This design comes from an exercise in tuning for small area on the open sky130 flow, not from production work.
The RTL was checked by simulation tests, not by an equivalence proof against the original design.
In every run shown here, the design's own scripts or RTL, not TritonCTS, make the clock network.
The flow treats the clock pin as an ideal source. Dropping or thinning the clock tree relies on that and would not hold on a real chip.
Power and IR drop assume default switching activity.

==> design.v <==
`timescale 1ns/100ps
`default_nettype none
package la_bus_pkg;
    localparam int BUS_AW = 16;
    localparam int BUS_DW = 16;
    typedef struct packed {
        logic [BUS_AW-1:0] addr;
        logic [BUS_DW-1:0] data;
        logic              rw;
        logic              valid;
    } bus_t;
    localparam logic [7:0] ASCII_CR       = 8'h0D;
    localparam logic [7:0] ASCII_LF       = 8'h0A;
    localparam logic [7:0] CMD_READ       = "R";
    localparam logic [7:0] CMD_WRITE      = "W";
    localparam logic [7:0] REPLY_PREAMBLE = "D";
    localparam logic [BUS_AW-1:0] REG_STATE      = 16'd0;
    localparam logic [BUS_AW-1:0] REG_TRIG_LOC   = 16'd1;
    localparam logic [BUS_AW-1:0] REG_START      = 16'd2;
    localparam logic [BUS_AW-1:0] REG_STOP       = 16'd3;
    localparam logic [BUS_AW-1:0] REG_WPTR       = 16'd4;
    localparam logic [BUS_AW-1:0] REG_STROBE_OP  = 16'd5;
    localparam logic [BUS_AW-1:0] REG_STROBE_ARG = 16'd6;
    localparam logic [BUS_AW-1:0] REG_VALUE_OP   = 16'd7;
    localparam logic [BUS_AW-1:0] REG_VALUE_ARG  = 16'd8;
    localparam logic [BUS_AW-1:0] MEM_BASE       = 16'd16;
endpackage
`default_nettype wire
`timescale 1ns/100ps
`default_nettype none
package la_core_pkg;
    localparam int SAMPLE_DEPTH = 64;
    localparam int SAMPLE_AW    = 6;
    localparam int MEM_WORDS    = 2 * SAMPLE_DEPTH;
    localparam int PROBE_VW     = 16;
    typedef struct packed {
        logic                strobe;
        logic [PROBE_VW-1:0] value;
    } probe_t;
    typedef enum logic [3:0] {
        DISABLE,
        RISING,
        FALLING,
        CHANGING,
        GT,
        LT,
        GEQ,
        LEQ,
        EQ,
        NEQ
    } trig_op_e;
    typedef struct packed {
        trig_op_e            strobe_op;
        logic                strobe_arg;
        trig_op_e            value_op;
        logic [PROBE_VW-1:0] value_arg;
    } trig_cfg_t;
    typedef enum logic [2:0] {
        IDLE,
        FILL,
        ARMED,
        CAPTURING,
        DONE
    } cap_state_e;
endpackage
`default_nettype wire
`timescale 1ns/100ps
`default_nettype none
module cmd_decoder (
    input  logic        clk,
    input  logic        rst_i,
    input  logic        cmd_req_i,
    input  logic [7:0]  cmd_data_i,
    output logic        cmd_ack_o,
    input  logic        busy_i,
    output logic [15:0] sh_o,
    input  logic        wload_i,     
    input  logic [15:0] wdin_i,
    output logic [15:0] word_o,
    output logic [2:0]  wsel_o,
    output logic        wv_o,        
    output logic        rd_issue_o   
);
    logic [3:0] cs;
    logic [3:0] dig1;
    logic       shift;
    logic       take, is_term, is_hex;
    logic [3:0] hv;
    assign take    = cmd_req_i && !cmd_ack_o && !busy_i;
    assign is_term = (cmd_data_i == 8'h0D) || (cmd_data_i == 8'h0A);
    assign is_hex  = ((cmd_data_i[7:4] == 4'h3) && (!cmd_data_i[3] || (cmd_data_i[2:1] == 2'b00))) ||
                     ((cmd_data_i[7:3] == 5'b01000) && (cmd_data_i[2:0] != 3'd0) && (cmd_data_i[2:0] != 3'd7));
    assign hv      = cmd_data_i[6] ? {1'b1, cmd_data_i[2:0] + 3'd1} : cmd_data_i[3:0];
    assign rd_issue_o = take && (cs == 4'd14) && is_term;
    always_ff @(posedge clk) begin
        if (rst_i) begin
            cmd_ack_o <= 1'b0;
            cs        <= 4'd0;
            wv_o      <= 1'b0;
        end else begin
            wv_o <= 1'b0;
            if (take) begin
                cmd_ack_o <= 1'b1;
            end else if (!cmd_req_i) begin
                cmd_ack_o <= 1'b0;
            end
            if (take) begin
                if (cs == 4'd0) begin
                    if (cmd_data_i == "W") begin
                        cs <= 4'd1;
                    end else if (cmd_data_i == "R") begin
                        cs <= 4'd10;
                    end
                end else if ((cs == 4'd9) || (cs == 4'd14)) begin
                    cs   <= 4'd0;
                    wv_o <= is_term && (cs == 4'd9);
                end else if (is_hex) begin
                    cs <= cs + 4'd1;
                end else begin
                    cs <= 4'd0;
                end
            end
        end
    end
    assign sh_o  = {dig1, word_o[11:0]};
    assign shift = take && (cs != 4'd0) && (cs != 4'd9) && (cs != 4'd14) && is_hex;
    always_ff @(posedge clk) begin
        if (shift) begin
            if ((cs == 4'd1) || (cs == 4'd10)) begin
                dig1 <= hv;
            end else if (cs >= 4'd5 && cs <= 4'd8) begin
                dig1 <= word_o[11:8];
            end
        end
    end
    logic [2:0] wsel_n;
    always_comb begin
        case (sh_o)
            16'd1, 16'd2, 16'd3, 16'd5, 16'd6, 16'd7: wsel_n = sh_o[2:0];
            16'd8:   wsel_n = 3'd4;
            default: wsel_n = 3'd0;
        endcase
    end
    assign wsel_o = word_o[14:12];
    always_ff @(posedge clk) begin
        if (wload_i) begin
            word_o <= wdin_i;
        end else if (shift && (cs != 4'd1) && (cs != 4'd10)) begin
            word_o[11:0] <= {word_o[7:0], hv};
            if (cs == 4'd5) begin
                word_o[14:12] <= wsel_n;
            end
        end
    end
endmodule
`default_nettype wire
`timescale 1ns/100ps
`default_nettype none
module la_regs (
    input  logic        clk,
    input  logic        rst_i,
    input  logic        wv_i,
    input  logic [2:0]  wsel_i,
    input  logic [15:0] sh_i,
    input  logic [2:0]  state_i,
    input  logic [5:0]  wptr_i,
    output logic [5:0]  trig_loc_o,
    output logic        start_req_o,
    output logic        stop_req_o,
    output logic [3:0]  s_op_o,
    output logic        s_arg_o,
    output logic [3:0]  v_op_o,
    output logic [15:0] v_arg_o,
    output logic [15:0] regdata_o
);
    always_ff @(posedge clk) begin
        if (rst_i) begin
            trig_loc_o  <= '0;
            start_req_o <= 1'b0;
            stop_req_o  <= 1'b0;
            s_op_o      <= '0;
            s_arg_o     <= 1'b0;
            v_op_o      <= '0;
            v_arg_o     <= '0;
        end else if (wv_i) begin
            case (wsel_i)
                3'd1: trig_loc_o  <= sh_i[5:0];
                3'd2: start_req_o <= sh_i[0];
                3'd3: stop_req_o  <= sh_i[0];
                3'd4: v_arg_o     <= sh_i;
                3'd5: s_op_o      <= sh_i[3:0];
                3'd6: s_arg_o     <= sh_i[0];
                3'd7: v_op_o      <= sh_i[3:0];
                default: begin
                end
            endcase
        end
    end
    always_comb begin
        case (sh_i)
            16'd0:   regdata_o = {13'd0, state_i};
            16'd1:   regdata_o = {10'd0, trig_loc_o};
            16'd2:   regdata_o = {15'd0, start_req_o};
            16'd3:   regdata_o = {15'd0, stop_req_o};
            16'd4:   regdata_o = {10'd0, wptr_i};
            16'd5:   regdata_o = {12'd0, s_op_o};
            16'd6:   regdata_o = {15'd0, s_arg_o};
            16'd7:   regdata_o = {12'd0, v_op_o};
            16'd8:   regdata_o = v_arg_o;
            default: regdata_o = 16'd0;
        endcase
    end
endmodule
`default_nettype wire
`timescale 1ns/100ps
`default_nettype none
module trigger_unit (
    input  logic        clk,
    input  logic [16:0] probe_i,
    input  logic [3:0]  s_op_i,
    input  logic        s_arg_i,
    input  logic [3:0]  v_op_i,
    input  logic [15:0] v_arg_i,
    output logic [16:0] probe_prev_o,
    output logic        trig_o
);
    function automatic logic eval_op(input logic [3:0] op, input logic lt, input logic eq);
        case (op)
            4'd1, 4'd4: eval_op = !lt && !eq;
            4'd2, 4'd5: eval_op = lt;
            4'd3, 4'd9: eval_op = !eq;
            4'd6:       eval_op = !lt;
            4'd7:       eval_op = lt || eq;
            4'd8:       eval_op = eq;
            default:    eval_op = 1'b0;
        endcase
    endfunction
    always_ff @(posedge clk) begin
        probe_prev_o <= probe_i;
    end
    logic [15:0] v_ref;
    logic        s_ref;
    assign v_ref  = ((v_op_i == 4'd1) || (v_op_i == 4'd2) || (v_op_i == 4'd3)) ? probe_prev_o[15:0] : v_arg_i;
    assign s_ref  = ((s_op_i == 4'd1) || (s_op_i == 4'd2) || (s_op_i == 4'd3)) ? probe_prev_o[16] : s_arg_i;
    logic vlt, veq;
    always_comb begin
        vlt = 1'b0;
        veq = 1'b1;
        for (int i = 15; i >= 0; i--) begin
            vlt = vlt || (veq && !probe_i[i] && v_ref[i]);
            veq = veq && (probe_i[i] == v_ref[i]);
        end
    end
    assign trig_o = eval_op(s_op_i, !probe_i[16] && s_ref, probe_i[16] == s_ref) ||
                    eval_op(v_op_i, vlt, veq);
endmodule
`default_nettype wire
`timescale 1ns/100ps
`default_nettype none
module capture_ctrl (
    input  logic       clk,
    input  logic       rst_i,
    input  logic       start_req_i,
    input  logic       stop_req_i,
    input  logic       trig_i,
    input  logic [5:0] trig_loc_i,
    output logic [2:0] state_o,
    output logic [5:0] wptr_o,
    output logic       we_o,
    output logic       go_o          
);
    logic [5:0] gap;         
    logic       start_q, stop_q;
    logic       stop_edge;
    assign we_o      = !state_o[2] && (state_o[1:0] != 2'd0);
    assign stop_edge = stop_req_i && !stop_q;
    assign go_o      = (state_o == 3'd0) && start_req_i && !start_q;
    always_ff @(posedge clk) begin
        if (rst_i) begin
            state_o <= 3'd0;
            wptr_o  <= '0;
            gap     <= 6'h3F;
            start_q <= 1'b0;
            stop_q  <= 1'b0;
        end else begin
            start_q <= start_req_i;
            stop_q  <= stop_req_i;
            case (state_o)
                3'd0: begin
                    wptr_o <= '0;
                    gap    <= 6'h3F;
                    if (go_o) begin
                        state_o <= 3'd1;
                    end
                end
                3'd1: begin
                    wptr_o <= wptr_o + 6'd1;
                    gap    <= gap - 6'd1;
                    if (wptr_o == trig_loc_i) begin
                        state_o <= trig_i ? 3'd3 : 3'd2;
                    end
                end
                3'd2: begin
                    wptr_o <= wptr_o + 6'd1;
                    if (trig_i) begin
                        state_o <= 3'd3;
                    end
                end
                3'd3: begin
                    wptr_o <= wptr_o + 6'd1;
                    gap    <= gap - 6'd1;
                    if (gap == 6'd0) begin
                        state_o <= 3'd4;
                    end
                end
                default: begin
                end
            endcase
            if (stop_edge) begin
                state_o <= 3'd0;
            end
        end
    end
endmodule
`default_nettype wire
`timescale 1ns/100ps
`default_nettype none
module sample_mem (
    input  logic        clk,
    input  logic        rst_i,
    input  logic [16:0] probe_i,
    input  logic [16:0] probe_prev_i,
    input  logic        we_i,
    input  logic        go_i,
    input  logic [3:0]  rbank_i,
    output logic [16:0] rdata_o,     
    output logic [1:0]  ph_o,
    output logic [1:0]  dly_o
);
    logic        we1, we2, we3, we_d;
    logic [16:0] probe2, probe3, wdata;
    logic [3:0]  bcnt;
    logic [15:0] ins;
    always_ff @(posedge clk) begin
        if (rst_i) begin
            ph_o  <= 2'd0;
            dly_o <= 2'd0;
        end else begin
            ph_o <= ph_o + 2'd1;
            if (go_i) begin
                dly_o <= ~ph_o;
            end
        end
    end
    always_ff @(posedge clk) begin
        we1    <= we_i;
        we2    <= we1;
        we3    <= we2;
        probe2 <= probe_prev_i;
        probe3 <= probe2;
        if (!we_d) begin
            bcnt <= 4'd2;
        end else if (ph_o == 2'd3) begin
            bcnt <= bcnt + 4'd1;
        end
    end
    always_comb begin
        case (dly_o)
            2'd0:    begin we_d = we_i; wdata = probe_i;      end
            2'd1:    begin we_d = we1;  wdata = probe_prev_i; end
            2'd2:    begin we_d = we2;  wdata = probe2;       end
            default: begin we_d = we3;  wdata = probe3;       end
        endcase
        for (int i = 0; i < 16; i++) begin
            ins[i] = we_d && (bcnt == 4'(i));
        end
    end
    logic [16:0] pos0 [0:15];
    genvar b;
    generate
        for (b = 0; b < 16; b = b + 1) begin : g_bank
            logic [16:0] r0, r1, r2, r3;
            always_ff @(posedge clk) begin
                r0 <= r1;
                r1 <= r2;
                r2 <= r3;
                r3 <= ins[b] ? wdata : r0;
            end
            assign pos0[b] = r0;
        end
    endgenerate
    always_comb begin
        rdata_o = '0;
        for (int i = 0; i < 16; i++) begin
            rdata_o = rdata_o | (pos0[i] & {17{rbank_i == 4'(i)}});
        end
    end
endmodule
`default_nettype wire
`timescale 1ns/100ps
`default_nettype none
module reply_encoder (
    input  logic        clk,
    input  logic        rst_i,
    input  logic        rd_issue_i,
    input  logic [15:0] sh_i,
    input  logic [15:0] regdata_i,
    input  logic [1:0]  ph_i,
    input  logic [1:0]  dly_i,
    input  logic [16:0] rdata_i,
    output logic [3:0]  rbank_o,
    output logic        wload_o,
    output logic [15:0] wdin_o,
    input  logic [15:0] word,
    output logic        busy_o,
    output logic        rsp_req_o,
    output logic [7:0]  rsp_data_o,
    input  logic        rsp_ack_i
);
    logic        pv;
    logic [2:0]  idx;
    logic [2:0]  rcnt;       
    logic        rv, is_mem;
    logic [1:0]  wx;
    logic [2:0]  wait_c;
    logic [15:0] memword;
    logic [3:0]  nib;
    assign rv      = pv && (idx == 3'd0);
    assign is_mem  = (sh_i[15:8] == 8'd0) && (sh_i[7] ? (sh_i[6:4] == 3'd0) : (sh_i[6:4] != 3'd0));
    assign wx      = sh_i[2:1] - (ph_i + 2'd1);
    assign wait_c  = (wx >= dly_i) ? {1'b0, wx} : {1'b1, wx};
    assign rbank_o = word[3:0];
    assign memword = word[4] ? {15'd0, rdata_i[16]} : rdata_i[15:0];
    always_ff @(posedge clk) begin
        if (rst_i) begin
            rcnt <= 3'd7;
        end else if (rv && is_mem) begin
            rcnt <= wait_c;
        end else if (rcnt == 3'd0) begin
            rcnt <= 3'd7;
        end else if (rcnt != 3'd7) begin
            rcnt <= rcnt - 3'd1;
        end
    end
    assign wload_o = rv || (rcnt == 3'd0);
    assign wdin_o  = !rv ? memword : is_mem ? {11'd0, sh_i[0], sh_i[6:3]} : regdata_i;
    always_ff @(posedge clk) begin
        if (rst_i) begin
            rsp_req_o <= 1'b0;
            busy_o    <= 1'b0;
            pv        <= 1'b0;
            idx       <= 3'd0;
        end else if (!busy_o) begin
            if (rd_issue_i) begin
                pv  <= 1'b1;
                idx <= 3'd0;
            end else if (pv) begin
                if (idx == 3'd4) begin
                    pv        <= 1'b0;
                    idx       <= 3'd0;
                    busy_o    <= 1'b1;
                    rsp_req_o <= 1'b1;
                end else begin
                    idx <= idx + 3'd1;
                end
            end
        end else if (rsp_req_o) begin
            if (rsp_ack_i) begin
                rsp_req_o <= 1'b0;
            end
        end else if (!rsp_ack_i) begin
            if (idx == 3'd6) begin
                busy_o <= 1'b0;
            end else begin
                idx       <= idx + 3'd1;
                rsp_req_o <= 1'b1;
            end
        end
    end
    always_comb begin
        case (idx)
            3'd1:    nib = (rcnt == 3'd0) ? memword[15:12] : word[15:12];
            3'd2:    nib = word[11:8];
            3'd3:    nib = word[7:4];
            default: nib = word[3:0];
        endcase
        case (idx)
            3'd0:    rsp_data_o = "D";
            3'd1, 3'd2, 3'd3, 3'd4:
                     rsp_data_o = (nib < 4'd10) ? {4'h3, nib} : {5'b01000, nib[2:0] - 3'd1};
            3'd5:    rsp_data_o = 8'h0D;
            default: rsp_data_o = 8'h0A;
        endcase
    end
endmodule
`default_nettype wire
`timescale 1ns/100ps
`default_nettype none
module la_top (
    input  logic       clk,
    input  logic       rst_i,
    input  logic       cmd_req_i,
    input  logic [7:0] cmd_data_i,
    output logic       cmd_ack_o,
    output logic       rsp_req_o,
    output logic [7:0] rsp_data_o,
    input  logic       rsp_ack_i,
    input  logic [16:0] probe_i
);
    logic [15:0] sh;
    logic [15:0] word, wdin;
    logic        wload;
    logic [2:0]  wsel;
    logic        wv, rd_issue, busy;
    logic [5:0]  trig_loc;
    logic        start_req, stop_req;
    logic [3:0]  s_op, v_op;
    logic        s_arg;
    logic [15:0] v_arg;
    logic [15:0] regdata;
    logic [16:0] probe_prev;
    logic        trig;
    logic [2:0]  state;
    logic [5:0]  wptr;
    logic        we, go;
    logic [3:0]  rbank;
    logic [16:0] rdata;
    logic [1:0]  ph, dly;
    cmd_decoder i_cmd_decoder (
        .clk, .rst_i, .cmd_req_i, .cmd_data_i, .cmd_ack_o,
        .busy_i(busy), .sh_o(sh), .wload_i(wload), .wdin_i(wdin), .word_o(word), .wsel_o(wsel), .wv_o(wv), .rd_issue_o(rd_issue)
    );
    la_regs i_la_regs (
        .clk, .rst_i, .wv_i(wv), .wsel_i(wsel), .sh_i(sh),
        .state_i(state), .wptr_i(wptr),
        .trig_loc_o(trig_loc), .start_req_o(start_req), .stop_req_o(stop_req),
        .s_op_o(s_op), .s_arg_o(s_arg), .v_op_o(v_op), .v_arg_o(v_arg),
        .regdata_o(regdata)
    );
    trigger_unit i_trigger_unit (
        .clk, .probe_i, .s_op_i(s_op), .s_arg_i(s_arg), .v_op_i(v_op), .v_arg_i(v_arg),
        .probe_prev_o(probe_prev), .trig_o(trig)
    );
    capture_ctrl i_capture_ctrl (
        .clk, .rst_i, .start_req_i(start_req), .stop_req_i(stop_req),
        .trig_i(trig), .trig_loc_i(trig_loc),
        .state_o(state), .wptr_o(wptr), .we_o(we), .go_o(go)
    );
    sample_mem i_sample_mem (
        .clk, .rst_i, .probe_i, .probe_prev_i(probe_prev), .we_i(we), .go_i(go),
        .rbank_i(rbank), .rdata_o(rdata), .ph_o(ph), .dly_o(dly)
    );
    reply_encoder i_reply_encoder (
        .clk, .rst_i, .rd_issue_i(rd_issue), .sh_i(sh), .regdata_i(regdata),
        .ph_i(ph), .dly_i(dly), .rdata_i(rdata), .rbank_o(rbank),
        .wload_o(wload), .wdin_o(wdin), .word(word),
        .busy_o(busy), .rsp_req_o, .rsp_data_o, .rsp_ack_i
    );
endmodule
`default_nettype wire
==> flow/run.sh <==
#!/bin/bash
# The standard layout (standard.sh), with these changes:
#  - synthesis maps logic with an area-oriented abc script and without
#    extract_fa (synth_wrap.tcl, abc_area.script); everything else in it is
#    synth_recipe.tcl, and the registers are the standard synthesis's;
#  - CTS adds no dummy loads, and after CTS the branch and leaf clock buffers
#    become inverters (clk_inv.tcl);
#  - ports are buffered with the smallest buffer (the resizer still sizes it).
# Each tool's output goes to its own log here: standard_cts.log and
# standard_finish.log (make, with ORFS's per-step logs under orfs/logs) and
# clk_inv.log (openroad).
set -euo pipefail
export FLOW_SYNTH_TCL="$PWD/synth_recipe.tcl"
export AREA_ABC_SCRIPT="$PWD/flow/abc_area.script"
export CTS_ARGS="-sink_clustering_enable -repair_clock_nets -sink_clustering_size 23 -sink_clustering_max_diameter 60 -buf_list sky130_fd_sc_hd__clkbuf_8 -dont_use_dummy_load"
export BUFFER_PORTS_ARGS="-buffer_cell sky130_fd_sc_hd__buf_1"
bash standard.sh SYNTH_SCRIPT="$PWD/flow/synth_wrap.tcl" cts > standard_cts.log 2>&1
R="$PWD/orfs/results/$FLOW_PLATFORM/la_top/base"
PLATFORM_DIR="$FLOW_HOME/platforms/$FLOW_PLATFORM" CTS_ODB="$R/4_cts.odb" CTS_SDC="$R/4_cts.sdc" \
  openroad -no_init -exit flow/clk_inv.tcl > clk_inv.log 2>&1
bash standard.sh SYNTH_SCRIPT="$PWD/flow/synth_wrap.tcl" finish > standard_finish.log 2>&1
==> flow/abc_area.script <==
&get -n
&st
&syn3
&dch
&nf -R 1000 -p -C 32
&st
&syn3
&dch
&nf -R 1000 -p -C 32
&st
&syn3
&dch
&nf -R 1000 -p -C 32
&put
==> flow/clk_inv.tcl <==
# Runs between CTS and global routing. CTS builds the clock tree from
# clkbuf_8 buffers (root, one level of branch buffers, leaf buffers). The
# branch and leaf buffers are replaced here by inv_8 inverters in the same
# place: two inversions on every path keep the clock's polarity, and inv_8
# is smaller than clkbuf_8 with at least the same drive. The root buffer
# stays a buffer. Placement is unchanged (inv_8 is narrower than clkbuf_8);
# routing and the post-CTS repair steps follow in the standard flow.
read_lef $::env(PLATFORM_DIR)/lef/sky130_fd_sc_hd.tlef
read_lef $::env(PLATFORM_DIR)/lef/sky130_fd_sc_hd_merged.lef
read_liberty $::env(PLATFORM_DIR)/lib/sky130_fd_sc_hd__tt_025C_1v80.lib
read_db $::env(CTS_ODB)
read_sdc $::env(CTS_SDC)
source $::env(PLATFORM_DIR)/setRC.tcl

set db [ord::get_db]
set block [ord::get_db_block]
set inv [$db findMaster sky130_fd_sc_hd__inv_8]

proc buf_to_inv {inst inv} {
  set block [ord::get_db_block]
  set name [$inst getName]
  set loc [$inst getLocation]
  set orient [$inst getOrient]
  set innet [[$inst findITerm A] getNet]
  set outnet [[$inst findITerm X] getNet]
  odb::dbInst_destroy $inst
  set ni [odb::dbInst_create $block $inv $name]
  $ni setOrient $orient
  $ni setLocation [lindex $loc 0] [lindex $loc 1]
  $ni setPlacementStatus PLACED
  [$ni findITerm A] connect $innet
  [$ni findITerm Y] connect $outnet
}

# every path is root -> branch -> leaf -> register; check that before
# touching anything, so that each register sees exactly two inversions
set leaves {}
set branches {}
foreach inst [$block getInsts] {
  set m [[$inst getMaster] getName]
  set n [$inst getName]
  if {$m ne "sky130_fd_sc_hd__clkbuf_8"} { continue }
  if {[string match "clkbuf_leaf_*_clk" $n]} { lappend leaves $inst }
  if {[string match "clkbuf_*__f_clk" $n]} { lappend branches $inst }
}
set ok 1
foreach b $branches {
  foreach it [[[$b findITerm X] getNet] getITerms] {
    set i [$it getInst]
    if {$i eq $b} { continue }
    if {[lsearch -exact $leaves $i] < 0} { set ok 0; puts "branch [$b getName] drives [$i getName]" }
  }
}
foreach l $leaves {
  set drv [[[$l findITerm A] getNet] getName]
  if {![string match "clknet_*__leaf_clk" $drv]} { set ok 0; puts "leaf [$l getName] driven by $drv" }
  foreach it [[[$l findITerm X] getNet] getITerms] {
    set i [$it getInst]
    if {$i eq $l} { continue }
    if {![string match "*df*" [[$i getMaster] getName]]} { set ok 0; puts "leaf [$l getName] drives [$i getName]" }
  }
}
puts "leaf buffers [llength $leaves], branch buffers [llength $branches], tree shape ok: $ok"
if {$ok && [llength $leaves] > 0 && [llength $branches] > 0} {
  foreach i [concat $leaves $branches] { buf_to_inv $i $inv }
  estimate_parasitics -placement
  set w 0
  foreach p [get_pins -hierarchical */CLK] {
    foreach s [list [get_property $p slew_max_rise] [get_property $p slew_max_fall]] { if {$s > $w} { set w $s } }
  }
  puts "worst register clock pin slew after the change: $w"
  report_worst_slack -min
  report_worst_slack -max
  write_db $::env(CTS_ODB)
} else {
  puts "clock tree left as CTS built it"
}
==> flow/synth_wrap.tcl <==
# The standard flow's synthesis (synth_recipe.tcl, sourced unchanged below) with two
# changes to how the logic is mapped:
#  - abc uses an area-oriented script (abc_area.script) instead of ORFS's
#    speed script;
#  - extract_fa is skipped, so adders and comparators go to abc as plain
#    logic instead of being fixed as half/full-adder cells first.
# Neither touches the registers: they are the standard synthesis's, with
# the same names and cell types.
proc abc {args} {
  set i [lsearch $args -script]
  if { $i >= 0 } {
    set args [lreplace $args [expr {$i + 1}] [expr {$i + 1}] $::env(AREA_ABC_SCRIPT)]
  }
  yosys abc {*}$args
}
proc extract_fa {args} {
  puts "extract_fa skipped"
}
source $::env(FLOW_SYNTH_TCL)
==> standard.sh <==
#!/bin/bash
# synth_recipe.tcl (not shown) runs the flow's synth.tcl, then flattens the netlist and writes it again
# the make line also repeats each setting of config.mk as NAME=value (left out here)
make -C /OpenROAD-flow-scripts/flow DESIGN_CONFIG=/design/flow/config.mk WORK_HOME=/design/flow/orfs CLKGATE_MAP_FILE= SYNTH_SCRIPT=/design/flow/synth_recipe.tcl "${@:-finish}"
==> config.mk <==
export PLATFORM = sky130hd
export DESIGN_NAME = la_top
export DESIGN_NICKNAME = la_top
export VERILOG_FILES = /design/flow/design.v
export SDC_FILE = /design/flow/constraint.sdc
export NUM_CORES = 4
export LEC_CHECK = 0
export CAP_MARGIN = 20
export CORE_MARGIN = 2
export CORE_UTILIZATION = 60
export CTS_BUF_LIST = sky130_fd_sc_hd__clkbuf_8
export CTS_CLUSTER_DIAMETER = 60
export CTS_CLUSTER_SIZE = 23
export PLACE_DENSITY = 0.75
export SLEW_MARGIN = 20
==> constraint.sdc <==
create_clock -name core_clock -period 8.0 [get_ports {clk}]
set_input_delay 1.6000 -clock core_clock [delete_from_list [all_inputs] [get_ports {clk}]]
set_output_delay 1.6000 -clock core_clock [all_outputs]
set_load 0.01 [all_outputs]
==> run summary, run 1 <==
status finished clean; slew margin rel. 0.210; Sw Pwr 2.39 mW; Final period util 0.830; final setup vio count 0; Post-Syn Area per Cell 12.5 um2; layout cells sized above 1 0.0538; DRT iter0 DRCs 2209; Syn Inst Count 2595; worst-path cell chain nand2b_1, nor3_2, buf_4, a22oi_1, nand4_1, o21ai_0, nand2_1, o21ai_0, a21oi_1, o22ai_1, a21oi_1, nand2b_1, xnor2_1, o21ai_0, buf_1; ys flop type dfxtp_1; Die Y 236 um; Unique masters post-synth 55; post-cts resize count 0; Commonest cells post-synth 1215 x dfxtp_1, 256 x nand2_1, 253 x nor2_1, 218 x o21ai_0, 172 x a21oi_1; RSZ-0062 raised after global routing false; DP HPWL 53400 um; Final min period 6640 ps; vias in the first global route 19.2k; Multi-input gate area 7460 um2; Core ar. 53500 um2; final estimated routing congestion in global placement 0.948; clock skew 92.3 ps; initial antenna violation count 6; Synth top area share 0.752; top post-synthesis cells by area dfxtp_1 75%, o21ai_0 3.4%, nand2_1 3.0%; Mapped Area 32300 um2; I/O Buffers 37; hold depth 0; EDFF count, synth 20; Worst Path Required 6400 ps; Worst Reg2Reg Path Length in Cells 17; setup TNS 0 ps; sequential standard cell area 24900 um2; top-count cell post-synth dfxtp_1; most used cell along the critical path o21ai_0; Filler cells 4008; Initial Util 0.604; Core Rows 85; insertion delay of the later-clocked pin in the worst-skew pair 730 ps; clock share of power 0.259; Routed Antenna Nets 0; largest net degree at the start of global routing 61; first-pass GRT wire length 120000 um; Worst Path Arrival 5040 ps; Slew @ Worst Pin 1180 ps; CP max stage cell nor3_2; clk slew on worst S/H paths 120 ps; # nets final 2780; fraction of registers with async set/reset 0; vias after detailed routing 20.0k; max cap viols 0; critical path class flip-flop to output port; die area 55800 um2; IO Count 39; GRT Total Usage 0.288; Post-CTS Hold Fix Bufs 0; Synth Net Count 2624; GRT overflow 0; Comb pwr share 0.030; Critical Path End Type output port; Ys Warns 7; Max stage delay on crit path 950 ps; Die W 236 um; number of synthesized register bits 1235; DR WL/cell 23.3 um; Net Sw Frac 0.261; drt pass-1 iters 9; clk sinks 1235; DRC viols 0; fmax 0.151 GHz; Leak 13.3 nW; Routed WL 80400 um; Worst Hold Class flip-flop to flip-flop; Startpoint Class flip-flop; Pint 6.77 mW; fin cells 3447; Final Util 0.647; Slew Viols, Final 0; VDD IR-drop max 0.200 mV; pwr dens 265 nW/um2; sequential element share of the synthesized area 0.771; dominant cell type by area after synthesis dfxtp_1; Final Hold Fails 0; Via density 5.82; placed cell count 3377; Syn-to-layout area delta 7.06%; register share of total power 0.711; crit-path max FO 18; postcts setup bufs 0
==> area by class of cell <==
| class | count | share of cell area |
|---|---|---|
| Antenna cell | 2 | 0.000145 |
| Clock buffer | 1 | 0.000398 |
| Inverter | 80 | 0.0230 |
| Multi-Input combinational cell | 1344 | 0.216 |
| Sequential cell | 1235 | 0.720 |
| Tap cell | 696 | 0.0252 |
| Timing Repair Buffer | 89 | 0.0155 |
==> power groups by stage <==
stage,clock (mW),combinational [mW],sequential (mW)
2_1_floorplan,0,0.161,6.59
3_3_place_gp,0,0.259,6.64
3_5_place_dp,0,0.270,6.65
4_1_cts,2.50,0.272,6.51
5_1_grt,2.63,0.304,6.53
6_report,2.38,0.276,6.51
==> cell families after synthesis <==
kind of cell / count (synthesis) / share of synthesized area
buffers and inverters: 16 / 0.00209
DFF: 1235 / 0.771
and+or+nand+nor: 679 / 0.0906
AOI/OAI and AO/OA: 578 / 0.110
xor gates and xnor gates: 21 / 0.00569
other: 1 / 0.000116
muxes: 65 / 0.0208
==> cell usage in the layout (no fill, tap or decap), types with 20 or more instances in the layout <==
cell	n
buf_1	36
a21oi_1	172
nor3_1	38
inv_8	66
buf_4	51
nand2_1	256
edfxtp_1	20
nor2_1	238
nand4_1	23
a22oi_1	44
o21ai_0	212
a222oi_1	66
mux2i_1	47
dfxtp_1	1214
==> worst paths after layout <==
check / endpoint / from / slack (ps)
worst min-delay path: i_sample_mem.g_bank[8].r0[6]$_DFF_P_ / i_sample_mem.g_bank[8].r1[6]$_DFF_P_ / 260
worst max-delay path: rsp_data_o[1] / i_cmd_decoder.word_o[1]$_DFFE_PP_ / 1360
worst min register to register: i_sample_mem.g_bank[8].r0[6]$_DFF_P_ / i_sample_mem.g_bank[8].r1[6]$_DFF_P_ / 260
worst max register to register: i_capture_ctrl.state_o[0]$_SDFFE_PP0P_ / i_la_regs.v_op_o[0]$_SDFFE_PP0P_ / 3640
==> routing by layer <==
layer | GRT usage | part of all wire | vias to the layer above | wire, um
met5 | 0 | 0.00090 | - | 72
met2 | 0.433 | 0.44 | 879 | 35100
met1 | 0.408 | 0.44 | 9596 | 35400
met4 | 0.119 | 0.038 | 10 | 3020
met3 | 0.0623 | 0.085 | 188 | 6800
li1 | - | - | 9373 | -
==> through the flow <==
step           setup WS [ps]  hold slack, ps  instance area, um2  power [mW]
2_1_floorplan           2510             310               32300        6.75
3_3_place_gp            2390             310               33800        6.90
3_5_place_dp            2240             312               33800        6.92
4_1_cts                 1440             255               34800        9.28
5_1_grt                 1170             258               34600        9.47
6_report                1360             262               34600        9.17
==> registers in the layout, summed over array words and instances (netlist names), 16 cells and up <==
| register | count |
|---|---|
| i_sample_mem.g_bank.r2 | 272 |
| i_sample_mem.g_bank.r0 | 272 |
| i_sample_mem.g_bank.r1 | 272 |
| i_cmd_decoder.word_o | 16 |
| i_sample_mem.g_bank.r3 | 272 |
| i_sample_mem.probe3 | 17 |
| i_sample_mem.probe2 | 17 |
| i_la_regs.v_arg_o | 16 |
| i_trigger_unit.probe_prev_o | 17 |
==> worst max-delay path, delay by kind of cell, from the launching register on <==
| family | cells | cell delay [ps] |
|---|---|---|
| buffers and inverters | 2 | 520 |
| XOR/XNOR | 1 | 150 |
| flip-flops | 1 | 930 |
| AND/OR/NAND/NOR | 5 | 1620 |
| AO/OA/AOI/OAI | 7 | 1120 |
==> run 2, diff against run 1 <==
--- a/config.mk
+++ b/config.mk
@@ -13,3 +13,3 @@
 export CTS_CLUSTER_SIZE = 23
-export PLACE_DENSITY = 0.75
+export PLACE_DENSITY = 0.8
 export SLEW_MARGIN = 20
==> run 2 against run 1 <==
Still clean on timing, DRC and antenna. Core utilization up 0.070 points. Die area did not move. Combinational power fell by 1%. First-iteration DRC count up 21%. Critical endpoint is now rsp_data_o[0].
==> run summary, run 2 <==
worst-path cell chain nand2b_1, nor2_1, buf_4, a22oi_1, nand2_1, o21ai_0, a22oi_1, o22ai_1, a21oi_1, xnor2_1, a221oi_1, buf_1; Worst Hold Endpoint i_sample_mem.g_bank[6].r2[2]$_DFF_P_; status finished clean; Mapped Area 32300 um2; Unique masters post-synth 55; Worst Path Required 6400 ps; Max stage delay on crit path 960 ps; commonest non-fill, non-tap cell in the layout dfxtp_1; vias after detailed routing 20.3k; Worst Hold Class flip-flop to flip-flop; drt pass-1 iters 10; Slew @ Worst Pin 1180 ps; worst slack at placement 2350 ps; final estimated routing congestion in global placement 0.962; Worst Path Arrival 5010 ps; slew margin rel. 0.211; post-cts resize count 0; RSZ-0062 raised after global routing false; max cap viols 0; number of synthesized register bits 1235; ys flop type dfxtp_1; Critical Path End Type output port; Final Hold Fails 0; I/O Buffers 37; GRT Total Usage 0.291; Synth top area share 0.752; reg-to-reg endpoint i_capture_ctrl.state_o[0]$_SDFFE_PP0P_; final setup vio count 0; most frequent cells in the layout 1214 x dfxtp_1, 256 x nand2_1, 240 x nor2_1; most used cell along the critical path a22oi_1; Hold Crit Start i_sample_mem.g_bank[6].r3[2]$_DFF_P_; Die W 236 um; VDD IR-drop max 0.210 mV; critical path class flip-flop to output port; Initial Util 0.604; hold_ws 280 ps; largest net degree at the start of global routing 61; setup TNS 0 ps; clock skew 76.2 ps; Worst Reg2Reg Path Length in Cells 19; die area 55800 um2; Die Y 236 um; dominant cell type by area after synthesis dfxtp_1; worst r2r src i_la_regs.v_op_o[0]$_SDFFE_PP0P_; Final period util 0.826; Core ar. 53500 um2; # nets final 2776; Total Power 9.13 mW; Via density 5.90; Slew Viols, Final 0; fmax 0.151 GHz; Routed Antenna Nets 0; Syn-to-layout area delta 7.18%; top-count cell post-synth dfxtp_1; initial antenna violation count 2; top post-synthesis cells by area dfxtp_1 75%, o21ai_0 3.4%, nand2_1 3.0%; DP HPWL 53500 um; pwr dens 264 nW/um2; vias in the first global route 19.7k; Core Rows 85; DR WL/cell 23.4 um; crit-path max FO 18; DRC viols 0; Post-CTS Hold Fix Bufs 0; Ys Warns 7; sequential element share of the synthesized area 0.771; Synth Net Count 2624; clk sinks 1235; insertion delay of the later-clocked pin in the worst-skew pair 720 ps; Final min period 6610 ps; Startpoint Class flip-flop; Routed WL 80700 um; Post-Syn Area per Cell 12.5 um2; hold depth 0; Commonest cells post-synth 1215 x dfxtp_1, 256 x nand2_1, 253 x nor2_1, 218 x o21ai_0, 172 x a21oi_1; IO Count 39; Syn Inst Count 2595; worst reg2reg setup slack 3630 ps; DRT iter0 DRCs 2673; fraction of registers with async set/reset 0; first-pass GRT wire length 122000 um; clk slew on worst S/H paths 120 ps; PnR worst setup slack 1390 ps; postcts setup bufs 0; Leak 13.3 nW; Filler cells 3897; EDFF count, synth 20; layout cells sized above 1 0.0525; CP max stage cell nor2_1; GRT overflow 0
[run 2: cell counts after synthesis]
No cell type changed its count.
[run 2: layer usage]
metal / vias to the layer above / track usage / routed length [um]
li1: 9353 / - / -
met5: - / 0 / 8
met2: 1022 / 0.452 / 36200
met4: 2 / 0.130 / 3270
met1: 9685 / 0.399 / 33900
met3: 231 / 0.0543 / 7290
[run 2: final cells by class]
type	count	area [um2]	area share
Sequential cell	1235	24900	0.719
Multi-Input combinational cell	1344	7470	0.216
Tap cell	696	871	0.0251
Inverter	79	785	0.0226
Timing Repair Buffer	86	581	0.0168
Clock buffer	1	13.8	0.000397
Antenna cell	1	2.50	0.0000722
[run 2: worst max-delay path by stage]
stage                                                  from            end  slack, ps  cells past startpoint
final                     i_cmd_decoder.word_o[1]$_DFFE_PP_  rsp_data_o[0]       1390                     12
after global routing      i_cmd_decoder.word_o[1]$_DFFE_PP_  rsp_data_o[1]       1190                     14
after CTS                 i_cmd_decoder.word_o[1]$_DFFE_PP_  rsp_data_o[1]       1560                     13
after detailed placement  i_cmd_decoder.word_o[1]$_DFFE_PP_  rsp_data_o[1]       2350                     13
after global placement    i_cmd_decoder.word_o[1]$_DFFE_PP_  rsp_data_o[1]       2450                     13
after floorplan           i_cmd_decoder.word_o[0]$_DFFE_PP_  rsp_data_o[1]       2510                     12
[run 2: cell families (layout without fill, tap and decap cells)]
family / after synthesis / count (layout) / share of synthesized area
buf+inv: 16 / 166 / 0.00209
simple gates: 679 / 679 / 0.0906
other cells: 1 / 2 / 0.000116
xor+xnor: 21 / 21 / 0.00569
flops: 1235 / 1235 / 0.771
compound gates: 578 / 578 / 0.110
mux: 65 / 65 / 0.0208
[run 2: where the power goes]
part	switching, mW	internal (mW)	total, mW
registers	0.114	6.40	6.51
logic	0.190	0.0819	0.272
clock network	2.06	0.289	2.35
total	2.36	6.77	9.13
[run 2: worst max-delay path: cells and delay by family (launching register included)]
kind	cells	cell delay, ps
AO/OA/AOI/OAI	6	1270
flip-flops	1	930
XOR/XNOR	1	120
AND/OR/NAND/NOR	3	1420
buffers and inverters	2	560
[run 2: metrics by stage]
step | utilization | std cells | area [um2]
floorplan | - | 2595 | 32300
global placement | 0.632 | 3371 | 33800
detailed placement | 0.632 | 3372 | 33800
CTS | 0.649 | 3438 | 34700
global route | 0.648 | 3442 | 34600
finish | 0.648 | 3442 | 34600
==> run 3, diff against run 2 <==
--- a/config.mk
+++ b/config.mk
@@ -13,3 +13,3 @@
 export CTS_CLUSTER_SIZE = 23
-export PLACE_DENSITY = 0.8
+export PLACE_DENSITY = 0.7
 export SLEW_MARGIN = 20
==> run 3 against run 2 <==
Clock power hardly changed. Hold slack worse by 24 ps. Die area unchanged. Critical endpoint is now rsp_data_o[3].
==> run summary, run 3 <==
Syn-to-layout area delta 7.25%; max cap viols 0; top-count cell post-synth dfxtp_1; pwr dens 264 nW/um2; clock share of power 0.259; Slew Viols, Final 0; EDFF count, synth 20; GRT Total Usage 0.298; Syn Inst Count 2595; vias in the first global route 19.2k; Synth Net Count 2624; Post-Syn Area per Cell 12.5 um2; reg-to-reg endpoint i_capture_ctrl.state_o[0]$_SDFFE_PP0P_; final estimated routing congestion in global placement 1.01; VDD IR-drop max 0.216 mV; RSZ-0062 raised after global routing false; GRT overflow 0; Total Power 9.16 mW; Routed Antenna Nets 0; die area 55800 um2; critical path class flip-flop to output port; Comb pwr share 0.030; Worst Reg2Reg Path Length in Cells 17; Worst Hold Class flip-flop to flip-flop; Sw Pwr 2.39 mW; Routed WL 82400 um; number of synthesized register bits 1235; clock skew 88.8 ps; Core Rows 85; Startpoint Class flip-flop; Critical Path Start i_cmd_decoder.word_o[0]$_DFFE_PP_; clk slew on worst S/H paths 110 ps; Mapped Area 32300 um2; worst reg2reg setup slack 3300 ps; initial antenna violation count 5; Via density 5.78; layout cells sized above 1 0.0570; DR WL/cell 23.9 um; insertion delay of the later-clocked pin in the worst-skew pair 730 ps; Post-CTS Hold Fix Bufs 0; postcts setup bufs 0; dominant cell type by area after synthesis dfxtp_1; setup TNS 0 ps; Final Hold Fails 0; Initial Util 0.604; top post-synthesis cells by area dfxtp_1 75%, o21ai_0 3.4%, nand2_1 3.0%; fmax 0.156 GHz; crit-path max FO 19; fraction of registers with async set/reset 0; Worst Path Arrival 4820 ps; first-pass GRT wire length 123000 um; Critical path destination rsp_data_o[3]; Critical Path End Type output port; post-cts resize count 0; sequential element share of the synthesized area 0.771; Design Area, Final 34700 um2; final setup vio count 0; Worst Path Required 6400 ps; Synth top area share 0.752; Unique masters post-synth 55; vias after detailed routing 20.0k; IO Count 39; Filler cells 4152; I/O Buffers 37; largest net degree at the start of global routing 61; status finished clean; Leak 13.4 nW; hold_ws 256 ps; Commonest cells post-synth 1215 x dfxtp_1, 256 x nand2_1, 253 x nor2_1, 218 x o21ai_0, 172 x a21oi_1; Net Sw Frac 0.261; Slew @ Worst Pin 1100 ps; Core ar. 53500 um2; drt pass-1 iters 10; Placed Area 33900 um2; Die W 236 um; worst r2r src i_la_regs.v_op_o[0]$_SDFFE_PP0P_; register share of total power 0.711; Final min period 6420 ps; most frequent cells in the layout 1214 x dfxtp_1, 256 x nand2_1, 237 x nor2_1; # nets final 2785; Pint 6.77 mW; Die Y 236 um; DRT iter0 DRCs 2433; slew margin rel. 0.265; Final period util 0.802; ys flop type dfxtp_1; clk sinks 1235; Ys Warns 7; DRC viols 0; commonest non-fill, non-tap cell in the layout dfxtp_1; Final Util 0.648; DP HPWL 55300 um
-- run 3: changes by cell type in the layout (fill, tap and decap cells not counted), sizes merged --
cell / delta
diode: +1
inv: +1
buf: +8
-- run 3: kinds of logic after synthesis --
| kind of cell | after synthesis | synth area share |
|---|---|---|
| other cells | 1 | 0.000116 |
| flops | 1235 | 0.771 |
| simple gates | 679 | 0.0906 |
| compound gates | 578 | 0.110 |
| xor+xnor | 21 | 0.00569 |
| buf+inv | 16 | 0.00209 |
| mux | 65 | 0.0208 |
-- run 3: metal layers --
| layer | global-route usage | routed length [um] | vias up |
|---|---|---|---|
| met4 | 0.126 | 3760 | 8 |
| met3 | 0.0598 | 6530 | 235 |
| met5 | 0 | 55 | - |
| met1 | 0.405 | 35200 | 9543 |
| met2 | 0.468 | 36900 | 814 |
| li1 | - | - | 9361 |
-- run 3: worst min path at each step --
stage | to | slack (ps) | start | cells past startpoint
CTS | i_sample_mem.g_bank[13].r1[6]$_DFF_P_ | 250 | i_sample_mem.g_bank[13].r2[6]$_DFF_P_ | 0
detailed placement | i_sample_mem.g_bank[14].r1[9]$_DFF_P_ | 310 | i_sample_mem.g_bank[14].r2[9]$_DFF_P_ | 0
floorplan | i_sample_mem.g_bank[0].r0[0]$_DFF_P_ | 310 | i_sample_mem.g_bank[0].r1[0]$_DFF_P_ | 0
global placement | i_sample_mem.g_bank[3].r0[7]$_DFF_P_ | 310 | i_sample_mem.g_bank[3].r1[7]$_DFF_P_ | 0
global route | i_sample_mem.g_bank[13].r1[6]$_DFF_P_ | 260 | i_sample_mem.g_bank[13].r2[6]$_DFF_P_ | 0
finish | i_sample_mem.g_bank[13].r1[6]$_DFF_P_ | 260 | i_sample_mem.g_bank[13].r2[6]$_DFF_P_ | 0
-- run 3: worst max-delay path, cell delays in order (launching register included) --
cell	delay (ps)
edfxtp_1	930
nand2b_1	340
nor2_2	160
buf_4	260
a22o_1	260
a221oi_1	210
nand4_1	130
o21ai_0	290
nand2_1	90
o21ai_0	90
a21oi_1	90
o22ai_1	390
a21oi_1	190
or2_0	270
nor2b_1	160
a31oi_1	140
buf_1	160
-- run 3: per-stage QoR --
stage,std cells,setup slack (ps)
floorplan,2595,2510
global placement,3382,2480
detailed placement,3382,2420
CTS,3449,1720
global route,3451,1390
finish,3452,1580
-- run 3: layout make-up --
| class | count | area (um2) | share of cell area |
|---|---|---|---|
| clock buffer | 1 | 13.8 | 0.000397 |
| tap | 696 | 871 | 0.0251 |
| sequential | 1235 | 24900 | 0.719 |
| antenna | 2 | 5.00 | 0.000144 |
| inverter | 80 | 796 | 0.0230 |
| timing repair buffer | 94 | 581 | 0.0167 |
| multi-input combinational | 1344 | 7480 | 0.216 |
-- run 3: power groups by stage --
stage / registers (mW) / logic (mW) / clock network (mW)
global route: 6.54 / 0.308 / 2.63
finish: 6.52 / 0.276 / 2.37
floorplan: 6.59 / 0.161 / 0
global placement: 6.65 / 0.259 / 0
detailed placement: 6.65 / 0.270 / 0
CTS: 6.52 / 0.271 / 2.51
==> run 4, diff against run 3 <==
--- a/config.mk
+++ b/config.mk
@@ -13,3 +13,2 @@
 export CTS_CLUSTER_SIZE = 23
-export PLACE_DENSITY = 0.7
 export SLEW_MARGIN = 20
==> run 4 against run 3 <==
Sequential power about the same. Clock power is essentially flat. Global-route usage rose by 0.23 points. Fmax is 1.8% lower. Area after synthesis unchanged. Hold slack worse by 8.3 ps. First-iteration DRC count down 17%. Count of clock-buffer cells in the layout unchanged. Highest routed layer unchanged. Die area did not move. Total power decreased by 0.24%. Non-clock buffer count is 5 lower. Worst setup slack worse by 120 ps.
==> run summary, run 4 <==
Sw Pwr 2.37 mW; clk sinks 1235; Mapped Area 32300 um2; GRT overflow 0; # nets final 2780; Multi-input gate area 7490 um2; worst path bufs/invs 2; mux cell area share after synthesis 0.0208; Routed WL 83300 um; status finished clean; hold depth 0; DRT iter0 DRCs 2021; sequential element share of the synthesized area 0.771; dominant cell type by area after synthesis dfxtp_1; post-synthesis compound-gate area fraction 0.110; Final period util 0.817; VDD IR-drop max 0.192 mV; largest family of logic cells by synthesized area compound AO/OA/AOI/OAI gates; vias in the first global route 19.0k; number of synthesized register bits 1235; IO Count 39; Syn Inst Count 2595; Startpoint Class flip-flop; CP max stage cell edfxtp_1; Post-CTS Hold Fix Bufs 0; xor and xnor area share after synthesis 0.00569; Initial Util 0.604; top post-synthesis cells by area dfxtp_1 75%, o21ai_0 3.4%, nand2_1 3.0%; Syn-to-layout area delta 7.38%; die area 55800 um2; Ys Warns 7; reg-to-reg endpoint i_capture_ctrl.state_o[0]$_SDFFE_PP0P_; Worst Path Arrival 4940 ps; critical path class flip-flop to output port; worst slack at placement 2210 ps; layout cells sized above 1 0.0557; Worst Path Required 6400 ps; Core Rows 85; post-cts resize count 0; insertion delay of the later-clocked pin in the worst-skew pair 730 ps; sequential standard cell area 24900 um2; clk slew on worst S/H paths 120 ps; Synth top area share 0.752; DRC viols 0; Slew Viols, Final 0; Post-Syn Area per Cell 12.5 um2; final setup vio count 0; adder-cell share of the synthesized area 0; first-pass GRT wire length 123000 um; slew margin rel. 0.248; worst-path cell chain nand2b_1, nor3_2, buf_4, a22oi_1, nand4_1, o21ai_0, nand2_1, o21ai_0, a21oi_1, o22ai_1, a21oi_1, nand2b_1, xnor2_1, o21ai_0, buf_1; max cap viols 0; Unique masters post-synth 55; Net Sw Frac 0.259; Max stage delay on crit path 870 ps; worst r2r src i_la_regs.v_op_o[0]$_SDFFE_PP0P_; Filler cells 4230; Hold Crit Start i_sample_mem.g_bank[3].r3[2]$_DFF_P_; Pint 6.77 mW; final estimated routing congestion in global placement 0.927; GRT Total Usage 0.300; RSZ-0062 raised after global routing false; commonest non-fill, non-tap cell in the layout dfxtp_1; Leak 13.3 nW; Final Hold Fails 0; Die W 236 um; Synth Area in Simple Gates 0.0906; Commonest cells post-synth 1215 x dfxtp_1, 256 x nand2_1, 253 x nor2_1, 218 x o21ai_0, 172 x a21oi_1; clock skew 88.2 ps; setup TNS 0 ps; worst reg2reg setup slack 2620 ps; top-count cell post-synth dfxtp_1; DP HPWL 54800 um; Synth Net Count 2624; hold_ws 247 ps; Critical Path End Type output port; drt pass-1 iters 8; CP top delay family simple AND/OR/NAND/NOR gates; crit-path max FO 16; Core ar. 53500 um2; Worst Hold Class flip-flop to flip-flop; Worst Hold Endpoint i_sample_mem.g_bank[3].r2[2]$_DFF_P_; clock share of power 0.259; EDFF count, synth 20; most frequent cells in the layout 1214 x dfxtp_1, 256 x nand2_1, 237 x nor2_1; PnR worst setup slack 1460 ps; fmax 0.153 GHz; Final min period 6540 ps; register share of total power 0.712; DR WL/cell 24.2 um; pwr dens 263 nW/um2; Via density 5.76; ys flop type dfxtp_1; Worst Reg2Reg Path Length in Cells 18; fin cells 3446; initial antenna violation count 3; placed cell count 3378; fraction of registers with async set/reset 0; Routed Antenna Nets 0; Die Y 236 um; vias after detailed routing 19.9k; postcts setup bufs 0; largest net degree at the start of global routing 61; Slew @ Worst Pin 1130 ps; Final Util 0.649; I/O Buffers 37; Comb pwr share 0.029; most used cell along the critical path o21ai_0
==> run 4: cell counts after synthesis <==
Identical to the previous run, type by type.
==> run 4: metrics by stage <==
step                      power (mW)  cell area (um2)
after floorplan                 6.75            32300
after global placement          6.89            33800
after detailed placement        6.91            34000
after CTS                       9.28            34900
after global routing            9.46            34700
final                           9.14            34700
==> run 4: worst max path at each step <==
stage | from | end | slack [ps] | cells past startpoint
global route | i_cmd_decoder.word_o[3]$_DFFE_PP_ | rsp_data_o[1] | 1180 | 15
finish | i_cmd_decoder.word_o[3]$_DFFE_PP_ | rsp_data_o[1] | 1460 | 15
detailed placement | i_cmd_decoder.word_o[3]$_DFFE_PP_ | rsp_data_o[1] | 2210 | 15
CTS | i_cmd_decoder.word_o[3]$_DFFE_PP_ | rsp_data_o[1] | 1500 | 15
floorplan | i_cmd_decoder.word_o[0]$_DFFE_PP_ | rsp_data_o[1] | 2510 | 12
global placement | i_cmd_decoder.word_o[3]$_DFFE_PP_ | rsp_data_o[1] | 2280 | 15
==> run 4: area by class of cell <==
class                           instances  share of cell area
Tap cell                              696              0.0251
Antenna cell                            1           0.0000721
Sequential cell                      1235               0.718
Multi-Input combinational cell       1344               0.216
Inverter                               80              0.0229
Clock buffer                            1            0.000396
Timing Repair Buffer                   89              0.0176
==> run 4: cell families (layout without fill, tap and decap cells) <==
logic type / count (synthesis) / in the layout
other: 1 / 2
multiplexers: 65 / 65
XOR/XNOR: 21 / 21
AND/OR/NAND/NOR: 679 / 679
buffers and inverters: 16 / 170
flip-flops: 1235 / 1235
AO/OA/AOI/OAI: 578 / 578
==> run 4: routing by layer <==
metal,track usage,vias to the layer above,share of wire
met5,0,-,0.00017
met4,0.102,2,0.032
met1,0.417,9589,0.44
li1,-,9360,-
met3,0.0503,156,0.072
met2,0.481,753,0.46
==> run 4: power by group through the flow <==
| stage | registers, mW | logic (mW) | clock network (mW) |
|---|---|---|---|
| after global placement | 6.63 | 0.257 | 0 |
| after CTS | 6.51 | 0.264 | 2.51 |
| after floorplan | 6.59 | 0.161 | 0 |
| after detailed placement | 6.65 | 0.263 | 0 |
| final | 6.51 | 0.266 | 2.37 |
| after global routing | 6.53 | 0.298 | 2.63 |
==> run 4: worst register-to-register path, delay by kind of cell, from the launching register on <==
kind | cells | cell delay (ps)
simple gates | 11 | 3540
mux | 1 | 230
compound gates | 6 | 1050
flops | 1 | 470
==> run 5, diff against run 4 <==
--- a/config.mk
+++ b/config.mk
@@ -9,3 +9,3 @@
 export CORE_MARGIN = 2
-export CORE_UTILIZATION = 60
+export CORE_UTILIZATION = 66
 export CTS_BUF_LIST = sky130_fd_sc_hd__clkbuf_8
@@ -13,2 +13,3 @@
 export CTS_CLUSTER_SIZE = 23
+export PLACE_DENSITY = 0.85
 export SLEW_MARGIN = 20
==> run 5 against run 4 <==
Still clean. Sequential cell count is the same. Count of clock-buffer cells in the layout unchanged. Sequential share of layout area increased by 0.19 points. Critical path depth fell by 2. Die area decreased by 8.9%. Clock skew is 30 ps higher. Largest power group unchanged.
==> run summary, run 5 <==
status finished clean; final estimated routing congestion in global placement 0.965; Worst Path Arrival 4960 ps; top-count cell post-synth dfxtp_1; Mapped Area 32300 um2; Ys Warns 7; fin cells 3374; dominant cell type by area after synthesis dfxtp_1; Commonest cells post-synth 1215 x dfxtp_1, 256 x nand2_1, 253 x nor2_1, 218 x o21ai_0, 172 x a21oi_1; Final min period 6560 ps; Post-CTS Hold Fix Bufs 0; Design Area, Final 34600 um2; Core Rows 81; IO Count 39; critical path class flip-flop to output port; VDD IR-drop max 0.213 mV; number of synthesized register bits 1235; post-cts resize count 0; most frequent cells in the layout 1214 x dfxtp_1, 255 x nand2_1, 241 x nor2_1; Core ar. 48600 um2; Leak 13.4 nW; initial antenna violation count 1; DP HPWL 53900 um; Worst Path Required 6400 ps; drt pass-1 iters 14; DRT iter0 DRCs 2844; Routed WL 82700 um; crit-path max FO 16; Post-Syn Area per Cell 12.5 um2; top post-synthesis cells by area dfxtp_1 75%, o21ai_0 3.4%, nand2_1 3.0%; Worst Hold Class flip-flop to flip-flop; largest net degree at the start of global routing 61; fraction of registers with async set/reset 0; DR WL/cell 24.5 um; Syn Inst Count 2595; Slew @ Worst Pin 1180 ps; worst-path cell chain nand2b_1, nor3_2, buf_4, a22oi_1, nand4_1, o21ai_0, a22oi_1, o22ai_1, a21oi_1, nand2b_1, xnor2_1, o21ai_0, buf_1; Synth Net Count 2624; CP max stage cell edfxtp_1; postcts setup bufs 0; vias in the first global route 20.3k; layout cells sized above 1 0.0538; first-pass GRT wire length 123000 um; vias after detailed routing 20.7k; Unique masters post-synth 55; Via density 6.12; Die W 225 um; RSZ-0062 raised after global routing false; sequential element share of the synthesized area 0.771; pwr dens 265 nW/um2; DRC viols 0; Initial Util 0.665; Filler cells 3268; # nets final 2781; insertion delay of the later-clocked pin in the worst-skew pair 750 ps; Slew Viols, Final 0; setup TNS 0 ps; Max stage delay on crit path 880 ps; I/O Buffers 37; Die Y 225 um; GRT overflow 0; die area 50800 um2; fmax 0.153 GHz; EDFF count, synth 20; Startpoint Class flip-flop; commonest non-fill, non-tap cell in the layout dfxtp_1; clk sinks 1235; slew margin rel. 0.212; Syn-to-layout area delta 7.09%; final setup vio count 0; placed cell count 3299; clk slew on worst S/H paths 120 ps; max cap viols 0; Critical Path End Type output port; Routed Antenna Nets 0; Final Hold Fails 0; ys flop type dfxtp_1; GRT Total Usage 0.327; clock skew 118 ps; Synth top area share 0.752; Total Power 9.18 mW; Final period util 0.820; Placed Area 33700 um2
[run 5: changes by cell type in the layout (fill, tap and decap cells not counted), sizes merged]
cell / before / now
diode: 1 / 2
inv: 66 / 67
[run 5: where the power goes]
part           switching, mW  total (mW)  internal (mW)
logic                  0.198       0.280         0.0821
clock network           2.09        2.39          0.297
registers              0.114        6.51           6.40
total                   2.40        9.18           6.78
[run 5: worst max-delay path, delay by kind of cell, from the launching register on]
kind / cells / cell delay [ps]
AND/OR/NAND/NOR: 4 / 1450
AO/OA/AOI/OAI: 6 / 1180
buffers and inverters: 2 / 580
XOR/XNOR: 1 / 140
flip-flops: 1 / 880
[run 5: path summary, 6_finish.rpt]
path              slack, ps                                endpoint  cells after the start                              startpoint
hold / removal          290  i_sample_mem.g_bank[14].r1[11]$_DFF_P_                      0  i_sample_mem.g_bank[14].r2[11]$_DFF_P_
setup / recovery       1440                           rsp_data_o[1]                     13       i_cmd_decoder.word_o[3]$_DFFE_PP_
setup reg to reg       3600  i_capture_ctrl.state_o[0]$_SDFFE_PP0P_                     19        i_la_regs.v_op_o[0]$_SDFFE_PP0P_
hold reg to reg         290  i_sample_mem.g_bank[14].r1[11]$_DFF_P_                      0  i_sample_mem.g_bank[14].r2[11]$_DFF_P_
[run 5: cell families (layout without fill, tap and decap cells)]
kind of cell,after synthesis,count (layout),share of synthesized area
buffers and inverters,16,171,0.00209
muxes,65,65,0.0208
AOI/OAI and AO/OA,578,578,0.110
other,1,3,0.000116
xor gates and xnor gates,21,21,0.00569
DFF,1235,1235,0.771
and+or+nand+nor,679,679,0.0906
[run 5: layout make-up]
class	count	area (um2)	share of cell area
Sequential cell	1235	24900	0.720
Multi-Input combinational cell	1344	7470	0.216
Inverter	81	807	0.0233
Tap cell	622	778	0.0225
Timing Repair Buffer	89	619	0.0179
Clock buffer	1	13.8	0.000398
Antenna cell	2	5.00	0.000145
[run 5: metal layers]
layer,global-route usage,wire [um],up-vias
met5,0,0,-
met4,0.162,4070,0
met2,0.515,37700,1083
met3,0.0644,7390,239
met1,0.436,33500,9986
li1,-,-,9351
[run 5: metrics by stage]
step                setup WS [ps]  utilization  hold WS, ps
floorplan                    2510            -          310
global placement             2310        0.693          310
detailed placement           2150        0.693          312
CTS                          1400        0.713          286
global route                 1210        0.712          296
finish                       1440        0.712          287
==> run 6, diff against run 5 <==
--- a/flow/run.sh
+++ b/flow/run.sh
@@ -14,3 +14,3 @@
 export AREA_ABC_SCRIPT="$PWD/flow/abc_area.script"
-export CTS_ARGS="-sink_clustering_enable -repair_clock_nets -sink_clustering_size 23 -sink_clustering_max_diameter 60 -buf_list sky130_fd_sc_hd__clkbuf_8 -dont_use_dummy_load"
+export CTS_ARGS="-sink_clustering_enable -repair_clock_nets -sink_clustering_size 21 -sink_clustering_max_diameter 60 -buf_list sky130_fd_sc_hd__clkbuf_8 -dont_use_dummy_load"
 export BUFFER_PORTS_ARGS="-buffer_cell sky130_fd_sc_hd__buf_1"
--- a/config.mk
+++ b/config.mk
@@ -9,7 +9,7 @@
 export CORE_MARGIN = 2
-export CORE_UTILIZATION = 66
+export CORE_UTILIZATION = 60
 export CTS_BUF_LIST = sky130_fd_sc_hd__clkbuf_8
 export CTS_CLUSTER_DIAMETER = 60
-export CTS_CLUSTER_SIZE = 23
-export PLACE_DENSITY = 0.85
+export CTS_CLUSTER_SIZE = 21
+export PLACE_DENSITY = 0.75
 export SLEW_MARGIN = 20
==> run 6 against run 5 <==
Worst setup slack worse by 85 ps. Non-clock buffer count stayed put. Total power is 0.34% higher. Via count is 2.9% lower. Area after synthesis stayed put. Combinational power is 1% lower. Critical endpoint unchanged. Hold slack better by 13 ps. First-iteration DRC count is 31% lower. Largest power group unchanged. Sequential share of layout area is 0.11 points lower. Critical path depth is 2 higher.
==> run summary, run 6 <==
status finished clean; largest net degree at the start of global routing 61; Syn-to-layout area delta 7.25%; Initial Util 0.604; Die W 236 um; Slew Viols, Final 0; I/O Buffers 37; DRC viols 0; pwr dens 266 nW/um2; IO Count 39; Worst Hold Class flip-flop to flip-flop; first-pass GRT wire length 120000 um; number of synthesized register bits 1235; max cap viols 0; ys flop type dfxtp_1; Max stage delay on crit path 960 ps; Unique masters post-synth 55; Via density 5.81; Routed Antenna Nets 0; fraction of registers with async set/reset 0; critical path class flip-flop to output port; Post-CTS Hold Fix Bufs 0; Design Area, Final 34700 um2; Ys Warns 7; clk sinks 1235; worst path bufs/invs 2; VDD IR-drop max 0.212 mV; Syn Inst Count 2595; Routed WL 80600 um; Placed Area 33800 um2; DRT iter0 DRCs 1970; Worst Path Required 6400 ps; placed cell count 3377; Final min period 6640 ps; most used cell along the critical path o21ai_0; Die Y 236 um; DR WL/cell 23.3 um; most frequent cells in the layout 1214 x dfxtp_1, 256 x nand2_1, 238 x nor2_1; Synth top area share 0.752; Core Rows 85; fin cells 3453; die area 55800 um2; RSZ-0062 raised after global routing false; commonest non-fill, non-tap cell in the layout dfxtp_1; # nets final 2784; GRT Total Usage 0.289; Post-Syn Area per Cell 12.5 um2; EDFF count, synth 20; GRT overflow 0; initial antenna violation count 7; Startpoint Class flip-flop; Mapped Area 32300 um2; Slew @ Worst Pin 1200 ps; dominant cell type by area after synthesis dfxtp_1; top post-synthesis cells by area dfxtp_1 75%, o21ai_0 3.4%, nand2_1 3.0%; CP top delay family simple AND/OR/NAND/NOR gates; setup TNS 0 ps; final setup vio count 0; crit-path max FO 18; fmax 0.151 GHz; Commonest cells post-synth 1215 x dfxtp_1, 256 x nand2_1, 253 x nor2_1, 218 x o21ai_0, 172 x a21oi_1; final estimated routing congestion in global placement 0.948; post-cts resize count 0; Leak 13.3 nW; top-count cell post-synth dfxtp_1; postcts setup bufs 0; Core ar. 53500 um2; sequential element share of the synthesized area 0.771; vias in the first global route 19.2k; Total Power 9.21 mW; worst-path cell chain nand2b_1, nor3_2, buf_4, a22oi_1, nand4_1, o21ai_0, nand2_1, o21ai_0, a21oi_1, o22ai_1, a21oi_1, nand2b_1, xnor2_1, o21ai_0, buf_1; CP max stage cell nor3_2; Synth Net Count 2624; Final Util 0.648; clk slew on worst S/H paths 110 ps; slew margin rel. 0.198; layout cells sized above 1 0.0552; Final Hold Fails 0; insertion delay of the later-clocked pin in the worst-skew pair 720 ps; Worst Path Arrival 5040 ps; vias after detailed routing 20.1k; Critical Path End Type output port; Final period util 0.830; DP HPWL 53400 um; drt pass-1 iters 7; clock skew 70.6 ps
run 6: cell counts after synthesis:
Identical to the previous run, type by type.
run 6: kinds of logic (layout without fill, tap and decap cells):
kind of cell | count (synthesis) | after routing | synth area share
compound gates | 578 | 578 | 0.110
xor+xnor | 21 | 21 | 0.00569
buf+inv | 16 | 174 | 0.00209
flops | 1235 | 1235 | 0.771
mux | 65 | 65 | 0.0208
other cells | 1 | 5 | 0.000116
simple gates | 679 | 679 | 0.0906
run 6: worst reg2reg max path, cell delays in order, from the launching register on:
cell and delay [ps]:
dfxtp_1 490, nor2_1 100, nor3_2 110, buf_4 320, mux2i_1 160, a222oi_1 360
nor2b_1 210, nand2_1 110, nor4_1 260, nand4b_1 180, or3b_1 430, nor4bb_1 510
a211oi_1 150, nor4b_1 430, nor2_1 150, nand2_1 100, a21oi_1 70, a211oi_1 210
run 6: per-layer routing:
layer  wire [um]  vias up  GRT usage
met2       35200      863      0.438
met4        3150        8      0.115
li1            -     9372          -
met1       34900     9625      0.409
met3        7220      197     0.0572
met5          57        -          0
run 6: cell type report:
cell class              instances  area [um2]
inverters                      84         841
multi-input cells            1344        7460
repair buffers                 89         551
well taps                     696         871
diodes                          4        10.0
flip-flops and latches       1235       24900
fillers                      4011       18800
clock buffers                   1        13.8
run 6: path summary, 6_finish.rpt:
kind | from | to | slack (ps) | depth (start not counted)
worst min register to register | i_sample_mem.g_bank[14].r3[15]$_DFF_P_ | i_sample_mem.g_bank[14].r2[15]$_DFF_P_ | 300 | 0
worst max-delay path | i_cmd_decoder.word_o[1]$_DFFE_PP_ | rsp_data_o[1] | 1360 | 15
worst min-delay path | i_sample_mem.g_bank[14].r3[15]$_DFF_P_ | i_sample_mem.g_bank[14].r2[15]$_DFF_P_ | 300 | 0
worst max register to register | i_la_regs.v_op_o[0]$_SDFFE_PP0P_ | i_capture_ctrl.state_o[0]$_SDFFE_PP0P_ | 3600 | 17
run 6: power breakdown:
part | total (mW) | switching (mW) | internal, mW | leakage [nW]
Sequential | 6.51 | 0.113 | 6.40 | 10.4
Combinational | 0.276 | 0.194 | 0.0823 | 2.52
Clock | 2.43 | 2.12 | 0.309 | 0.431
run 6: per-stage QoR:
| step | hold slack, ps | worst slack, ps |
|---|---|---|
| 6_report | 300 | 1360 |
| 2_1_floorplan | 310 | 2510 |
| 4_1_cts | 310 | 1460 |
| 3_5_place_dp | 312 | 2240 |
| 3_3_place_gp | 310 | 2390 |
| 5_1_grt | 316 | 1180 |

-- static timing again, ports no longer ideal --
The flow's constraints put no driver on any port. The routed layouts listed below were extracted and timed again, unchanged, in two steps.
Step 1 (the two cells are an assumption about what drives the block):
set clk [get_ports {clk}]
set_driving_cell -lib_cell sky130_fd_sc_hd__clkbuf_16 $clk
set_driving_cell -lib_cell sky130_fd_sc_hd__buf_2 [delete_from_list [all_inputs] $clk]
Step 2, shift: input delay + t, output delay - t, t = (earliest + latest rising clock arrival at the registers) / 2. This alone moves slack from input paths to output paths.
a / b / c = no drivers / after step 1 / after step 2; a / b = the first two.
run | shift t [ns] | setup slack, ns | worst hold slack (ns) | latest minus earliest clock arrival (ns) | slew at the worst register clock pin (ns)
run 1 | 0.722 | 1.361 / 1.309 / 2.031 | 0.262 / 0.262 / 0.262 | 0.114 / 0.114 | 0.12 / 0.12
run 2 | 0.729 | 1.392 / 1.341 / 2.070 | 0.280 / 0.280 / 0.280 | 0.077 / 0.076 | 0.12 / 0.12
run 3 | 0.741 | 1.583 / 1.529 / 2.270 | 0.256 / 0.256 / 0.256 | 0.094 / 0.094 | 0.12 / 0.12
run 4 | 0.742 | 1.462 / 1.402 / 2.144 | 0.247 / 0.247 / 0.247 | 0.090 / 0.090 | 0.12 / 0.12
run 5 | 0.738 | 1.444 / 1.390 / 2.128 | 0.287 / 0.287 / 0.287 | 0.122 / 0.123 | 0.12 / 0.12
run 6 | 0.731 | 1.358 / 1.303 / 2.034 | 0.300 / 0.300 / 0.300 | 0.090 / 0.090 | 0.11 / 0.11
After both steps setup and hold are still met in every run listed.
